Source: an optimization exercise on an open RTL-to-GDS flow (aim: small area). Production flows keep margins and buffers that such runs may drop.
The RTL was checked by simulation tests, not by an equivalence proof against the original design.
Power and IR drop assume default switching activity.

==> run a: inputs <==
## pg_top
module pg_top #(
    parameter int phase_slots = 32
) (
    input  logic       i_EMUCLK,
    input  logic       i_rst,
    input  logic [6:0] i_kc,
    input  logic [5:0] i_kf,
    input  logic [2:0] i_dt1,
    input  logic [3:0] i_mul,
    input  logic       i_phase_rst,
    output logic [9:0] o_phase,
    output logic [4:0] o_eg_shift
);
    logic [fnum_base_w-1:0] fbase;
    logic [5:0]             fhalf;
    logic [4:0]             det_mag;
    logic                   det_neg;
    logic [fnum_base_w-1:0] fnum_s1;
    logic [4:0]             mag_s1;
    logic                   neg_s1;
    logic [3:0]             mul_s1, mul_s2;
    logic                   prst_s1, prst_s2;
    logic [4:0]             shift_s1, shift_s2, shift_s3, shift_s4;
    logic [pdelta_w-1:0]    sum;
    logic [pdelta_w-1:0]    sum_s2;
    logic                   eg_live;
    pg_fnum_path u_fnum_path (
        .i_kc   (i_kc),
        .i_kf   (i_kf),
        .o_base (fbase),
        .o_half (fhalf)
    );
    logic [6:0]             flo;
    logic [6:0]             flo_s1;
  ...
==> module pg_octave_detune, before the edit <==
module pg_octave_detune
(
    input  logic [fnum_base_w-1:0] i_fnum,
    input  logic [2:0]             i_block,
    input  logic [4:0]             i_mag,
    input  logic                   i_neg,
    output logic [pdelta_w-1:0]    o_sum
);
    logic [13:0]            sh1;
    logic [15:0]            sh2;
    logic [18:0]            sh4;
    logic [pdelta_w-1:0]    shifted;
    logic [5:0]             det_lo;
    logic                   det_up, det_dn;
    logic [11:0]            det_hi;
    assign sh1     = i_block[0] ? {1'b0, i_fnum, 1'b0} : {2'b0, i_fnum};
    assign sh2     = i_block[1] ? {sh1, 2'b0} : {2'b0, sh1};
    assign sh4     = i_block[2] ? {sh2[14:0], 4'b0} : {3'b0, sh2};
    assign shifted = sh4[18:2];
    assign o_sum = shifted + (i_neg ? (~{12'b0, i_mag} + 17'd1) : {12'b0, i_mag});
endmodule
==> module pg_top, before the edit <==
module pg_top #(
    parameter int phase_slots = 32
) (
    input  logic       i_EMUCLK,
    input  logic       i_rst,
    input  logic [6:0] i_kc,
    input  logic [5:0] i_kf,
    input  logic [2:0] i_dt1,
    input  logic [3:0] i_mul,
    input  logic       i_phase_rst,
    output logic [9:0] o_phase,
    output logic [4:0] o_eg_shift
);
    logic [fnum_base_w-1:0] fbase;
    logic [5:0]             fhalf;
    logic [4:0]             det_mag;
    logic                   det_neg;
    logic [fnum_base_w-1:0] fnum_s1;
    logic [4:0]             mag_s1;
    logic                   neg_s1;
    logic [3:0]             mul_s1, mul_s2;
    logic                   prst_s1, prst_s2;
    logic [4:0]             shift_s1, shift_s2, shift_s3, shift_s4;
    logic [pdelta_w-1:0]    sum;
    logic [pdelta_w-1:0]    sum_s2;
    logic                   eg_live;
    pg_fnum_path u_fnum_path (
        .i_kc   (i_kc),
        .i_kf   (i_kf),
        .o_base (fbase),
        .o_half (fhalf)
    );
    logic [6:0]             flo;
    logic [6:0]             flo_s1;
    logic [5:0]             fhi_s1;
    assign flo = {1'b0, fbase[5:0]} + {1'b0, fhalf};
    pg_detune_path u_detune_path (
        .i_kc  (i_kc),
        .i_dt1 (i_dt1),
        .o_mag (det_mag),
        .o_neg (det_neg)
    );
    assign fnum_s1 = {fhi_s1 + {5'b0, flo_s1[6]}, flo_s1[5:0]};
    pg_octave_detune u_octave_detune (
        .i_fnum  (fnum_s1),
        .i_block (shift_s1[4:2]),
        .i_mag   (mag_s1),
        .i_neg   (neg_s1),
        .o_sum   (sum)
    );
    always_ff @(posedge i_EMUCLK) begin
        flo_s1   <= flo;
        fhi_s1   <= fbase[11:6];
        mag_s1   <= det_mag;
        neg_s1   <= det_neg;
        mul_s1   <= i_mul;
        prst_s1  <= i_phase_rst;
        shift_s1 <= i_kc[6:2];
        sum_s2   <= sum;
        mul_s2   <= mul_s1;
        prst_s2  <= prst_s1;
        shift_s2 <= shift_s1;
        shift_s3 <= shift_s2;
        shift_s4 <= shift_s3;
    end
    pg_phase_accum #(
        .phase_slots (phase_slots)
    ) u_phase_accum (
        .i_EMUCLK    (i_EMUCLK),
        .i_rst       (i_rst),
        .i_sum       (sum_s2),
        .i_mul       (mul_s2),
        .i_phase_rst (prst_s2),
        .o_live      (eg_live),
        .o_phase     (o_phase)
    );
    assign o_eg_shift = eg_live ? shift_s4 : '0;
endmodule
Settings: LEC_CHECK=0, CAP_MARGIN=20, CORE_MARGIN=2, CORE_UTILIZATION=70, GPL_TIMING_DRIVEN=0, SLEW_MARGIN=20; clock period 5.0 ns.
standard.sh (not shown) runs the stock make flow with config.mk's settings and CLKGATE_MAP_FILE= SYNTH_SCRIPT=/design/flow/synth_recipe.tcl, a recipe that flattens the netlist after the stock synthesis.
==> flow/flow/run.sh <==
#!/bin/bash
# The standard layout, with a leaner clock tree (no dummy loads, larger
# sink clusters) and the smallest buffer on each port. The tools' own logs
# stay under orfs/logs; make's output goes to standard.log.
set -u
export CTS_ARGS="-sink_clustering_enable -repair_clock_nets -dont_use_dummy_load -sink_clustering_size 20 -sink_clustering_max_diameter 60 -buf_list sky130_fd_sc_hd__clkbuf_8"
export BUFFER_PORTS_ARGS="-buffer_cell sky130_fd_sc_hd__buf_1"
bash standard.sh > standard.log 2>&1
==> inputs of run b, as changes to run a <==
--- a/flow/design.v
+++ b/flow/design.v
@@ -748,3 +748,12 @@
     assign shifted = sh4[18:2];
-    assign o_sum = shifted + (i_neg ? (~{12'b0, i_mag} + 17'd1) : {12'b0, i_mag});
+    assign det_lo = {1'b0, shifted[4:0]} + {1'b0, i_mag ^ {5{i_neg}}} + {5'b0, i_neg};
+    assign det_up = det_lo[5] & ~i_neg;
+    assign det_dn = i_neg & ~det_lo[5];
+    always_comb begin
+        for (int i = 0; i < 12; i++) begin
+            det_hi[i] = shifted[5+i] ^ ((det_up & (&(shifted[16:5] | (12'hfff << i))))
+                                      | (det_dn & ~(|(shifted[16:5] & ~(12'hfff << i)))));
+        end
+    end
+    assign o_sum = {det_hi, det_lo[4:0]};
 endmodule
@@ -832,2 +841,3 @@
     logic [5:0]             fhalf;
+    logic [fnum_base_w-1:0] fnum;
     logic [4:0]             det_mag;
@@ -849,6 +859,3 @@
     );
-    logic [6:0]             flo;
-    logic [6:0]             flo_s1;
-    logic [5:0]             fhi_s1;
-    assign flo = {1'b0, fbase[5:0]} + {1'b0, fhalf};
+    assign fnum = fbase + {6'b0, fhalf};
     pg_detune_path u_detune_path (
@@ -859,3 +866,2 @@
     );
-    assign fnum_s1 = {fhi_s1 + {5'b0, flo_s1[6]}, flo_s1[5:0]};
     pg_octave_detune u_octave_detune (
@@ -868,4 +874,3 @@
     always_ff @(posedge i_EMUCLK) begin
-        flo_s1   <= flo;
-        fhi_s1   <= fbase[11:6];
+        fnum_s1  <= fnum;
         mag_s1   <= det_mag;
--- a/flow/flow/run.sh
+++ b/flow/flow/run.sh
@@ -5,3 +5,3 @@
 set -u
-export CTS_ARGS="-sink_clustering_enable -repair_clock_nets -dont_use_dummy_load -sink_clustering_size 20 -sink_clustering_max_diameter 60 -buf_list sky130_fd_sc_hd__clkbuf_8"
+export CTS_ARGS="-sink_clustering_enable -repair_clock_nets -dont_use_dummy_load -sink_clustering_size 16 -sink_clustering_max_diameter 50 -buf_list {sky130_fd_sc_hd__clkbuf_4 sky130_fd_sc_hd__clkbuf_8}"
 export BUFFER_PORTS_ARGS="-buffer_cell sky130_fd_sc_hd__buf_1"
==> comparison table <==
Mux share of post-synthesis cell area: run a 0.926%; run b 2.46%
Seq. pwr: run a 7460 uW; run b 7290 uW
Crit path buf inv count: run a 3; run b 4
Clock skew after layout: run a 0.0845 ns; run b 0.0889 ns
Power density cells: run a 593 nW/um2; run b 549 nW/um2
Max-Slew Margin vs Limit: run a 53.0%; run b 28.3%
Total number of multi-input combinational cells: run a 706; run b 687
Fraction of the mapped netlist area in adder cells: run a 9.62%; run b 8.74%
Clock network contribution to total cell area: run a 2.74%; run b 3.46%
Total number of clock tree sinks: run a 712; run b 711
Status: run a finished clean; run b finished clean
Highest clock frequency the design can meet: run a 205 MHz; run b 205 MHz
Total of buffers placed on input and output ports: run a 36; run b 37
Share of power burned in combinational logic: run a 24.1%; run b 18.3%
Reg area: run a 14300 um2; run b 14200 um2
Period utilisation layout: run a 97.5%; run b 97.7%
Overall routed net length: run a 33.3 mm; run b 34.7 mm
Cell leakage power: run a 0.00920 uW; run b 0.00923 uW
Post-route total power: run a 12800 uW; run b 12000 uW
Total global routing track utilization: run a 22.5%; run b 23.5%
Crit-path slowest cell: run a fa_1; run b fa_2
R2r startpoint: run a mul_s2[1]; run b mul_s2[2]
Kind of start point of the critical path: run a register; run b input pin
Min-Delay Startpoint: run a u_phase_accum.ring[29][12]; run b u_phase_accum.ring[6][5]
Clock transition at the registers of the reported paths: run a 0.11 ns; run b 0.09 ns
Wl on met1: run a 14.7 mm; run b 14.5 mm
Simple-Gate Fraction of Synth Area: run a 7.55%; run b 7.65%

## re-timing with driven ports
No port has a modelled driver above. Below, the same layouts with a new extraction and two added sets of constraints. Step 1 assumes that a clkbuf_16 drives the clock port and a buf_2 every other input. Step 2 times the ports against the registers' clock, not the clock port: input delays grow and output delays shrink by t, the midpoint of the rising clock arrivals with the driver on. Three values: ideal ports, drivers, drivers and shift; two values: the first two.
run | t, ns | setup slack, ns | hold WS [ns] | worst setup path after step 2 | slew at the worst register clock pin (ns)
run a | 0.593 | 0.125 / 0.125 / -0.393 | 0.281 / 0.281 / 0.281 | input to register | 0.11 / 0.11
run b | 0.619 | 0.117 / 0.144 / -0.476 | 0.273 / 0.273 / 0.273 | input to register | 0.10 / 0.10
With both steps, setup timing fails in run a and run b, where it was met with ideal ports. For run b, which loses most, drivers alone change the setup slack by +0.027 ns; drivers and shift together by -0.593 ns.
